Source: an optimization exercise on an open RTL-to-GDS flow (aim: small area). Production flows keep margins and buffers that such runs may drop.
Only simulation tests tie the RTL to the original design; equivalence was not proved.
Power figures rest on the tool's default switching activity, not on a simulated workload.

north:
==> flow/design.v (excerpt) <==
module udp_echo_top (
    input  logic                     clk,
    input  logic                     rst,
    input  logic                     i_hdr_valid,
    input  udp_proto_pkg::ip_addr_t  i_src_ip,
    input  udp_proto_pkg::udp_port_t i_src_port,
    input  udp_proto_pkg::udp_port_t i_dst_port,
    input  udp_proto_pkg::udp_len_t  i_length,
    input  logic                     i_pay_valid,
    input  logic [7:0]               i_pay_data,
    input  logic                     i_pay_last,
    input  logic                     i_hdr_ready,
    input  logic                     i_pay_ready,
    output logic                     o_hdr_valid,
    output udp_proto_pkg::ip_addr_t  o_dst_ip,
    output udp_proto_pkg::udp_port_t o_src_port,
    output udp_proto_pkg::udp_port_t o_dst_port,
    output udp_proto_pkg::udp_len_t  o_length,
    output logic                     o_pay_valid,
    output logic [7:0]               o_pay_data,
    output logic                     o_pay_last
);
Size: ~1500 cells after synthesis, ~800 flip-flops, about 28000 sq um of cells after synthesis.
==> module udp_echo_top, before the edit <==
module udp_echo_top (
    input  logic                     clk,
    input  logic                     rst,
    input  logic                     i_hdr_valid,
    input  udp_proto_pkg::ip_addr_t  i_src_ip,
    input  udp_proto_pkg::udp_port_t i_src_port,
    input  udp_proto_pkg::udp_port_t i_dst_port,
    input  udp_proto_pkg::udp_len_t  i_length,
    input  logic                     i_pay_valid,
    input  logic [7:0]               i_pay_data,
    input  logic                     i_pay_last,
    input  logic                     i_hdr_ready,
    input  logic                     i_pay_ready,
    output logic                     o_hdr_valid,
    output udp_proto_pkg::ip_addr_t  o_dst_ip,
    output udp_proto_pkg::udp_port_t o_src_port,
    output udp_proto_pkg::udp_port_t o_dst_port,
    output udp_proto_pkg::udp_len_t  o_length,
    output logic                     o_pay_valid,
    output logic [7:0]               o_pay_data,
    output logic                     o_pay_last
);
    localparam int LEN_W = echo_buf_pkg::LEN_W;    
    localparam int HW    = 32 + 16 + LEN_W;    
    function automatic logic [6:0] step7(input logic [6:0] q, input logic up, input logic dn);
        logic [6:0] t;
        logic       all1;
        logic       all0;
        for (int i = 0; i < 7; i++) begin
            all1 = 1'b1;
            all0 = 1'b1;
            for (int j = 0; j < i; j++) begin
                all1 = all1 & q[j];
                all0 = all0 & !q[j];
            end
            t[i] = (up & all1) | (dn & all0);
        end
        step7 = q ^ t;
    endfunction
    function automatic logic [2:0] step3(input logic [2:0] q, input logic up, input logic dn);
        logic [2:0] t;
        t[0] = up | dn;
        t[1] = (up & q[0]) | (dn & !q[0]);
        t[2] = (up & q[0] & q[1]) | (dn & !q[0] & !q[1]);
        step3 = q ^ t;
    endfunction
    function automatic logic le7(input logic [6:0] a, input logic [6:0] b);
        logic gt;
        logic eq;
        gt = 1'b0;
        eq = 1'b1;
        for (int i = 6; i >= 0; i--) begin
            gt = gt | (eq & a[i] & !b[i]);
            eq = eq & (a[i] == b[i]);
        end
        le7 = !gt;
    endfunction
    logic                 pass;      
    logic                 hdr_wr;    
    logic                 admit;
    logic                 len_ok;
    logic                 queue_ok;
    logic                 pay_wr;
    logic [2:0]           hn;
    logic [3:0][HW-1:0]   hq;
    logic                 pending;
    logic                 hdr_empty;
    logic                 hdr_rd;
    logic [6:0]           fr;
    logic [63:0][7:0]     pq;
    logic                 pay_rd;
    logic [LEN_W-1:0]     len_q;     
    logic                 tx_idle;
    assign len_ok   = (i_length[15:7] == '0) && (i_length[6:3] != '0) &&
                      le7(i_length[6:0], fr);
    assign queue_ok = (hn != 3'd4) || (hdr_wr && tx_idle);
    assign admit    = i_hdr_valid && (i_dst_port == udp_proto_pkg::ECHO_PORT) &&
                      len_ok && queue_ok;
    assign pay_wr    = pass && i_pay_valid;
    assign pending   = pass || hdr_wr;
    assign hdr_empty = (hn == 3'd0) || (hn == 3'd1 && pending);
    assign tx_idle   = !o_hdr_valid && !o_pay_valid;
    assign hdr_rd    = tx_idle && !hdr_empty;
    assign pay_rd    = o_pay_valid && i_pay_ready;
    always_ff @(posedge clk) begin
        if (rst) begin
            pass        <= 1'b0;
            hdr_wr      <= 1'b0;
            hn          <= '0;
            fr          <= 7'd72;
            o_hdr_valid <= 1'b0;
            o_pay_valid <= 1'b0;
        end else begin
            if (i_hdr_valid) begin
                pass <= admit;
            end else if (i_pay_valid && i_pay_last) begin
                pass <= 1'b0;
            end
            hdr_wr <= pass && i_pay_valid && i_pay_last;
            hn     <= step3(hn, admit && !hdr_rd, hdr_rd && !admit);
            fr     <= step7(fr, pay_rd && !pay_wr, pay_wr && !pay_rd);
            if (hdr_rd) begin
                o_hdr_valid <= 1'b1;
            end else if (o_hdr_valid && i_hdr_ready) begin
                o_hdr_valid <= 1'b0;
                o_pay_valid <= 1'b1;
            end else if (pay_rd && o_pay_last) begin
                o_pay_valid <= 1'b0;
            end
        end
    end
    always_ff @(posedge clk) begin
        if (admit) begin
            hq <= {hq[2:0], hq[3]};
            hq[1] <= {i_src_ip, i_src_port, i_length[LEN_W-1:0]};
        end
        if (pay_wr) begin
            pq <= {pq[62:0], pq[63]};
            pq[1] <= i_pay_data;
        end
    end
    logic [3:0]       hsel;
    logic [4:0]       osel;      
    logic [47:0]      ohdr_q;
    logic [47:0]      ohdr_d;
    logic [63:0]      psel;
    logic [7:0]       pay_head;
    always_comb begin
        hsel = '0;
        hsel[hn[1:0]] = 1'b1;
        osel = {!hdr_rd, hsel & {4{hdr_rd}}};
        for (int k = 0; k < 64; k++) begin
            psel[k] = (fr[5:0] == 6'(8 - k));
        end
    end
    logic [5:0]       lsel;
    logic [LEN_W-1:0] len_dec;
    logic [LEN_W-1:0] len_d;
    assign lsel    = {!(hdr_rd || pay_rd), pay_rd, hsel & {4{hdr_rd}}};
    assign len_dec = 6'(step7({1'b0, len_q}, 1'b0, 1'b1));
    for (genvar b = 0; b < LEN_W; b++) begin : g_lsel
        sel6_bit u_sel (
            .i_d   ({len_q[b], len_dec[b], hq[3][b], hq[2][b], hq[1][b], hq[0][b]}),
            .i_sel (lsel),
            .o_q   (len_d[b])
        );
    end
    for (genvar b = 0; b < 48; b++) begin : g_osel
        sel5_bit u_sel (
            .i_d   ({ohdr_q[b], hq[3][LEN_W+b], hq[2][LEN_W+b], hq[1][LEN_W+b], hq[0][LEN_W+b]}),
            .i_sel (osel),
            .o_q   (ohdr_d[b])
        );
    end
    always_ff @(posedge clk) begin
        ohdr_q <= ohdr_d;
        len_q  <= len_d;
    end
    assign o_dst_ip   = ohdr_q[47:16];
    assign o_dst_port = ohdr_q[15:0];
    for (genvar b = 0; b < 8; b++) begin : g_pbit
        logic [20:0] grp_n;
        for (genvar g = 0; g < 21; g++) begin : g_grp
            aoi3_sel u_aoi (
                .i_d   ({pq[3*g+2][b], pq[3*g+1][b], pq[3*g][b]}),
                .i_sel (psel[3*g +: 3]),
                .o_qn  (grp_n[g])
            );
        end
        assign pay_head[b] = !(&grp_n) || (pq[63][b] && psel[63]);
    end
    assign o_src_port = udp_proto_pkg::ECHO_PORT;
    assign o_length   = {9'b0, (len_q <= LEN_W'(8)), len_q};
    assign o_pay_data = pay_head;
    assign o_pay_last = (len_q == LEN_W'(9));
endmodule
clock: 8.0 ns
lec_check: 0
cap_margin: 20
core_margin: 2
core_utilization: 45
place_density: 0.5
slew_margin: 20
synth_hierarchical: 1
standard.sh (not shown) runs the stock make flow with config.mk's settings and CLKGATE_MAP_FILE= SYNTH_SCRIPT=/design/flow/synth_recipe.tcl, a recipe that flattens the netlist after the stock synthesis.
==> flow/flow/run.sh <==
#!/bin/bash
# Standard ORFS layout with two changes: the port buffers are the smallest
# plain buffer (buf_1) and CTS builds larger sink clusters without dummy loads.
set -euo pipefail
cd "$(dirname "$0")/.."
export BUFFER_PORTS_ARGS="-buffer_cell sky130_fd_sc_hd__buf_1"
export CTS_ARGS="-sink_clustering_enable -repair_clock_nets -sink_clustering_size 15 -sink_clustering_max_diameter 70 -buf_list sky130_fd_sc_hd__clkbuf_8 -dont_use_dummy_load"
bash standard.sh > standard_make.log 2>&1
### north -> middle
diff --git a/flow/design.v b/flow/design.v
--- a/flow/design.v
+++ b/flow/design.v
@@ -58,39 +58,6 @@
 );
     localparam int LEN_W = echo_buf_pkg::LEN_W;    
     localparam int HW    = 32 + 16 + LEN_W;    
-    function automatic logic [6:0] step7(input logic [6:0] q, input logic up, input logic dn);
-        logic [6:0] t;
-        logic       all1;
-        logic       all0;
-        for (int i = 0; i < 7; i++) begin
-            all1 = 1'b1;
-            all0 = 1'b1;
-            for (int j = 0; j < i; j++) begin
-                all1 = all1 & q[j];
-                all0 = all0 & !q[j];
-            end
-            t[i] = (up & all1) | (dn & all0);
-        end
-        step7 = q ^ t;
-    endfunction
-    function automatic logic [2:0] step3(input logic [2:0] q, input logic up, input logic dn);
-        logic [2:0] t;
-        t[0] = up | dn;
-        t[1] = (up & q[0]) | (dn & !q[0]);
-        t[2] = (up & q[0] & q[1]) | (dn & !q[0] & !q[1]);
-        step3 = q ^ t;
-    endfunction
-    function automatic logic le7(input logic [6:0] a, input logic [6:0] b);
-        logic gt;
-        logic eq;
-        gt = 1'b0;
-        eq = 1'b1;
-        for (int i = 6; i >= 0; i--) begin
-            gt = gt | (eq & a[i] & !b[i]);
-            eq = eq & (a[i] == b[i]);
-        end
-        le7 = !gt;
-    endfunction
     logic                 pass;      
     logic                 hdr_wr;    
     logic                 admit;
@@ -108,7 +75,7 @@
     logic [LEN_W-1:0]     len_q;     
     logic                 tx_idle;
     assign len_ok   = (i_length[15:7] == '0) && (i_length[6:3] != '0) &&
-                      le7(i_length[6:0], fr);
+                      (i_length[6:0] <= fr);
     assign queue_ok = (hn != 3'd4) || (hdr_wr && tx_idle);
     assign admit    = i_hdr_valid && (i_dst_port == udp_proto_pkg::ECHO_PORT) &&
                       len_ok && queue_ok;
@@ -133,8 +100,8 @@
                 pass <= 1'b0;
             end
             hdr_wr <= pass && i_pay_valid && i_pay_last;
-            hn     <= step3(hn, admit && !hdr_rd, hdr_rd && !admit);
-            fr     <= step7(fr, pay_rd && !pay_wr, pay_wr && !pay_rd);
+            hn     <= hn + 3'(admit) - 3'(hdr_rd);
+            fr     <= fr - 7'(pay_wr) + 7'(pay_rd);
             if (hdr_rd) begin
                 o_hdr_valid <= 1'b1;
             end else if (o_hdr_valid && i_hdr_ready) begin
@@ -173,7 +140,7 @@
     logic [LEN_W-1:0] len_dec;
     logic [LEN_W-1:0] len_d;
     assign lsel    = {!(hdr_rd || pay_rd), pay_rd, hsel & {4{hdr_rd}}};
-    assign len_dec = 6'(step7({1'b0, len_q}, 1'b0, 1'b1));
+    assign len_dec = len_q - 1'b1;
     for (genvar b = 0; b < LEN_W; b++) begin : g_lsel
         sel6_bit u_sel (
             .i_d   ({len_q[b], len_dec[b], hq[3][b], hq[2][b], hq[1][b], hq[0][b]}),
### Flow results
- The switching power share of the total of middle is lower than that of north.
- north vs middle, launch point of the critical path: fr[4] vs fr[1]
- Compared with north, middle shows switching power that has gone down by a few percent.
- Die extent in x across north and middle: no real change.
- Summary of middle over north: arrival time at the worst endpoint now sits lower; total via count after detailed routing rose by about 0.8%; synthesized area stayed essentially flat; power decreased by about 2.4% relative to the old numbers; floorplan die area has remained practically unchanged.
- Fraction of area in multi-input gates: middle vs north up 0.24 points
- Relative to north, the cell area measured on middle has increased slightly.
- Area inside the core boundary delta (middle -> north): insignificant

## what the ideal ports hide
The results above use ideal ports. As a check the final layouts listed here were re-extracted and re-timed, cells and wires unchanged. Step 1 sets driving cells, clkbuf_16 on the clock port and buf_2 on the other inputs (assumed; they add their load-dependent delay and slew). Step 2 times the ports against the registers' clock, not the clock port: input delays grow and output delays shrink by t, the midpoint of the rising clock arrivals with the driver on. a / b / c = no drivers / after step 1 / after step 2; a / b = the first two.
| run | t, ns | setup slack, ns | worst setup path after step 2 | clock arrival spread, ns | pins driven straight from the clock port |
|---|---|---|---|---|---|
| north | 0.724 | 2.274 / 2.215 / 2.939 | register to output | 0.037 / 0.037 | 1 |
| middle | 0.752 | 2.415 / 2.356 / 3.108 | register to output | 0.066 / 0.066 | 1 |
After both steps setup and hold are still met in every run listed.
